This design comes from an exercise in tuning for small area, a short achievable clock period and few clock cycles per item on the open sky130 flow, not from production work.
The RTL was checked by simulation tests, not by an equivalence proof against the original design.
Power is estimated from default activity; no workload was simulated.

## job 1057
Design sliding_median_filter, start of the top module:
module sliding_median_filter (
    input  logic                 clk,
    input  logic                 rst_n,
    input  logic                 samples_valid,
    output logic                 samples_ready,
    input  logic [15:0]          samples_sample,
    input  logic                 samples_end_of_seq,
    output logic                 medians_valid,
    input  logic                 medians_ready,
    output logic [15:0]          medians_median,
    output logic                 medians_last_out,
    input  logic                 cfg_valid,
    output logic                 cfg_ready,
    input  logic [3:0]           cfg_window_len
);
    logic [CFG_WIDTH-1:0] window_len_reg;
    logic        adv;
    logic        adv_next;
    logic        a_v, a_fill, a_emit, a_last;
    logic [3:0]  a_ws;
    logic [15:0] a_y;
    logic        push;
    logic [15:0] push_median;
    logic        push_last;
    assign cfg_ready = 1'b1;
    always_ff @(posedge clk or negedge rst_n)
    begin
        if (!rst_n)
            window_len_reg <= WINDOW_LEN_RESET;
        else if (cfg_valid)
            window_len_reg <= cfg_window_len;
    end
    smf_front u_front (
        .clk                (clk),
        .rst_n              (rst_n),
        .window_len         (window_len_reg),
        .adv                (adv),
        .adv_next           (adv_next),
        .samples_valid      (samples_valid),
        .samples_ready      (samples_ready),
        .samples_sample     (samples_sample),
        .samples_end_of_seq (samples_end_of_seq),
        .a_v                (a_v),
        .a_fill             (a_fill),
        .a_emit             (a_emit),
        .a_last             (a_last),
  ...
Size in the first run: about 2400 cells after synthesis, about 450 flip-flops, roughly 46 I/O pins.
==> flow/config.mk <==
export PLATFORM = sky130hd
export DESIGN_NAME = sliding_median_filter
export DESIGN_NICKNAME = sliding_median_filter
export VERILOG_FILES = /design/flow/design.v
export SDC_FILE = /design/flow/constraint.sdc
export NUM_CORES = 4
export LEC_CHECK = 0
export CAP_MARGIN = 20
export CORE_MARGIN = 2
export CORE_UTILIZATION = 40
export CTS_BUF_LIST = sky130_fd_sc_hd__clkbuf_8
export SLEW_MARGIN = 20
export SETUP_SLACK_MARGIN = 6.8
==> flow/constraint.sdc <==
create_clock -name core_clock -period 10.0 [get_ports {clk}]
set_input_delay 2.0000 -clock core_clock [delete_from_list [all_inputs] [get_ports {clk}]]
set_output_delay 2.0000 -clock core_clock [all_outputs]
set_load 0.01 [all_outputs]
standard.sh (not shown) runs the stock make flow with config.mk's settings and CLKGATE_MAP_FILE= SYNTH_SCRIPT=/design/flow/synth_recipe.tcl, a recipe that flattens the netlist after the stock synthesis.
==> flow/flow/run.sh <==
#!/bin/bash
# Standard ORFS layout, with the setup repair aimed at a tighter slack target.
# The clock, the constraints and every step are the standard flow's own (standard.sh); only
# the repair target differs. Each tool's output is kept in a log file here.
set -euo pipefail
cd "$(dirname "$0")/.."
bash standard.sh synth > flow_synth.log 2>&1
margin=$(cat flow/margin.txt)
echo "export SETUP_SLACK_MARGIN = ${margin}" >> config.mk
bash standard.sh > flow_layout.log 2>&1
==> flow/flow/margin.txt <==
6.8
Job 1057 went all the way through synthesis, placement and routing and the layout is clean on timing, DRC and antenna.
Testbench counts of job 1057, summed over its fixed seeds: cycles 12,155, items 11,227.
### job 1057 -> job 9749
# job 1057
export LEC_CHECK = 0
export CAP_MARGIN = 20
export CORE_MARGIN = 2
export CORE_UTILIZATION = 40
export CTS_BUF_LIST = sky130_fd_sc_hd__clkbuf_8
export SLEW_MARGIN = 20
export SETUP_SLACK_MARGIN = 6.8
create_clock -name core_clock -period 10.0 [get_ports {clk}]
# job 9749
export LEC_CHECK = 0
export CAP_MARGIN = 20
export CORE_MARGIN = 2
export CORE_UTILIZATION = 40
export SLEW_MARGIN = 20
export SETUP_SLACK_MARGIN = 6.6
create_clock -name core_clock -period 10.0 [get_ports {clk}]
==> flow/flow/margin.txt <==
6.6
### Flow results
Side by side, met2 layer usage reported by global route turned out lower in job 9749 than in job 1057. Per the comparison of job 9749 with job 1057, worst IR drop on VDD rose by about 2.5%, worst slew margin relative to its limit down 3.7 points, fraction of synthesized cell area in xor and xnor cells about even. Job 9749 vs. job 1057: combinational group share of total power fell 2.5 points; maximum single-stage delay on the critical path held steady. Compared to job 1057, the router laid down less metal wire for job 9749. Relative to job 1057, the final standard cell count with taps included and fillers excluded of job 9749 is lower by 2.9%. Job 9749: core utilization is 1.2 points lower than what job 1057 reported. Global-route wire length before repair: job 9749 vs job 1057 down about 2.3%.
#### Input delta (job 7582 over job 9749)
# job 9749
export LEC_CHECK = 0
export CAP_MARGIN = 20
export CORE_MARGIN = 2
export CORE_UTILIZATION = 40
export SLEW_MARGIN = 20
export SETUP_SLACK_MARGIN = 6.6
create_clock -name core_clock -period 10.0 [get_ports {clk}]
# job 7582
export LEC_CHECK = 0
export CAP_MARGIN = 20
export CORE_MARGIN = 2
export CORE_UTILIZATION = 40
export SLEW_MARGIN = 20
export TNS_END_PERCENT = 5
export SETUP_SLACK_MARGIN = 6.6
create_clock -name core_clock -period 10.0 [get_ports {clk}]
Notes after the runs:
- Of job 7582 and job 9749, it is job 7582 that has the higher power per cell area.
- Side by side, period utilization turned out higher in job 7582 than in job 9749.
- Against job 9749, relative max-transition margin in job 7582 came out worse.
- Between job 7582 and job 9749, the hold slack does not differ in any meaningful way.
- [compare] base=job 9749 new=job 7582: post-cts resize count decreased 66%, worst stage delay on the critical path was more or less identical.
- Job 7582 vs job 9749: wire length of the first global-routing pass down
- From job 7582 to job 9749, total of clock buffers placed in the layout did not move at all.
- Global-route total usage across every layer, job 7582 and job 9749: higher on job 9749
--- input diff job 7582..job 7425 ---
# job 7582
export LEC_CHECK = 0
export CAP_MARGIN = 20
export CORE_MARGIN = 2
export CORE_UTILIZATION = 40
export SLEW_MARGIN = 20
export TNS_END_PERCENT = 5
export SETUP_SLACK_MARGIN = 6.6
create_clock -name core_clock -period 10.0 [get_ports {clk}]
# job 7425
export LEC_CHECK = 0
export CAP_MARGIN = 20
export CORE_MARGIN = 2
export CORE_UTILIZATION = 40
export SLEW_MARGIN = 20
create_clock -name core_clock -period 10.0 [get_ports {clk}]
==> flow/run.sh (new file) <==
#!/bin/bash
# synth_recipe.tcl (not shown) runs the flow's synth.tcl, then flattens the netlist and writes it again
# the make line also repeats each setting of config.mk as NAME=value (left out here)
make -C /OpenROAD-flow-scripts/flow DESIGN_CONFIG=/design/flow/config.mk WORK_HOME=/design/flow/orfs CLKGATE_MAP_FILE= SYNTH_SCRIPT=/design/flow/synth_recipe.tcl finish
removed: flow/flow/run.sh
removed: flow/flow/margin.txt
removed: flow/standard.sh
Cell count after synthesis delta (job 7582 -> job 7425): insignificant. When the final numbers for job 7425 and job 7582 were put side by side, the post-CTS setup buffer count turned out to be smaller in job 7425. Relative to job 7582, count of clock-buffer cells in the layout has decreased by 4.1% in job 7425. Worst setup slack on job 7425 is behind job 7582. Clock network power share (job 7425 over job 7582): increase, 1.0 points. Job 7425 vs job 7582: number of nets in the final layout down slightly. Lower data arrival at the endpoint of the critical path was reported by job 7582, not job 7425. Delta (job 7425 minus job 7582): internal power contribution lost about 1%; utilization dropped 0.67 points. Looking at launch point of the worst path, the u_back.b_le[1] result is from job 7425; the u_front.rdy_q one comes from job 7582.
[inputs] job 3077 vs job 7425
# job 7425
export LEC_CHECK = 0
export CAP_MARGIN = 20
export CORE_MARGIN = 2
export CORE_UTILIZATION = 40
export SLEW_MARGIN = 20
create_clock -name core_clock -period 10.0 [get_ports {clk}]
# job 3077
export LEC_CHECK = 0
export CAP_MARGIN = 20
export CORE_MARGIN = 2
export CORE_UTILIZATION = 40
export SLEW_MARGIN = 20
export SETUP_SLACK_MARGIN = 6.8
create_clock -name core_clock -period 10.0 [get_ports {clk}]
==> flow/flow/run.sh (new file) <==
#!/bin/bash
# Standard ORFS layout, with the setup repair aimed at a tighter slack target.
# The clock, the constraints and every step are the standard flow's own (standard.sh); only
# the repair target differs. Each tool's output is kept in a log file here.
set -euo pipefail
cd "$(dirname "$0")/.."
bash standard.sh synth > flow_synth.log 2>&1
margin=$(cat flow/margin.txt)
echo "export SETUP_SLACK_MARGIN = ${margin}" >> config.mk
bash standard.sh > flow_layout.log 2>&1
==> flow/flow/margin.txt (new file) <==
6.8
==> flow/standard.sh (new file) <==
#!/bin/bash
# synth_recipe.tcl (not shown) runs the flow's synth.tcl, then flattens the netlist and writes it again
# the make line also repeats each setting of config.mk as NAME=value (left out here)
make -C /OpenROAD-flow-scripts/flow DESIGN_CONFIG=/design/flow/config.mk WORK_HOME=/design/flow/orfs CLKGATE_MAP_FILE= SYNTH_SCRIPT=/design/flow/synth_recipe.tcl "${@:-finish}"
removed: flow/run.sh
==> run notes <==
- Job 3077: count of vias placed by the detailed router 558 above job 7425
- As of job 3077, routed wire length had risen by a few percent compared to job 7425.
- Comparing the two runs side by side, job 3077 comes out behind job 7425 on switching component of the power.
For job 9235, these inputs were changed with respect to job 3077:
# job 3077
export LEC_CHECK = 0
export CAP_MARGIN = 20
export CORE_MARGIN = 2
export CORE_UTILIZATION = 40
export SLEW_MARGIN = 20
export SETUP_SLACK_MARGIN = 6.8
create_clock -name core_clock -period 10.0 [get_ports {clk}]
# job 9235
export LEC_CHECK = 0
export CAP_MARGIN = 20
export CORE_MARGIN = 2
export CORE_UTILIZATION = 40
export SLEW_MARGIN = 20
export SETUP_SLACK_MARGIN = 6.4
create_clock -name core_clock -period 10.0 [get_ports {clk}]
==> flow/flow/margin.txt <==
6.4
==> run notes <==
- | power after layout | higher: job 3077 |
- Cell area after placement across job 9235 and job 3077: no real change.
- Job 3077 has a higher count of buffer and inverter cells on the critical path than job 9235.
- Going from job 3077 to job 9235, the logic gate share of total power was found to have gone down by 3.0 points.
- NOTE: register-to-register slack in job 9235 falls short of that of job 3077
- Compared with job 3077, job 9235 shows a lower final cell utilization of the core.
- Final-layout worst hold slack of job 9235 is on par with job 3077.

## port drivers added, routing unchanged
The results above use ideal ports. As a check the final layouts listed here were re-extracted and re-timed, cells and wires unchanged. Step 1, drivers: a clkbuf_16 drives clk and a buf_2 each remaining input, both assumed. Step 2 moves the port delays by t, midway between the first and last clock arrival at a register: inputs arrive t later, outputs are due t later. That takes back most of the time a late clock gives input paths. a / b / c = no drivers / after step 1 / after step 2; a / b = the first two.
run	t, ns	setup WS [ns]	worst setup path after step 2	latest minus earliest clock arrival (ns)	worst slew at a driven data input, ns
job 1057	0.740	6.652 / 6.652 / 6.230	input to register	0.073 / 0.073	0.04
job 9749	0.682	6.611 / 6.611 / 6.085	input to register	0.041 / 0.040	0.04
job 7582	0.685	6.473 / 6.414 / 6.085	input to register	0.040 / 0.040	0.04
job 7425	0.663	5.467 / 5.467 / 5.467	register to register	0.030 / 0.030	0.04
job 3077	0.679	6.643 / 6.643 / 6.337	input to register	0.044 / 0.044	0.04
job 9235	0.687	6.412 / 6.408 / 6.076	input to register	0.045 / 0.046	0.04
After both steps every run listed still meets setup and hold. For job 9749, which loses most, drivers alone change the setup slack by 0.000 ns; drivers and shift together by -0.526 ns.
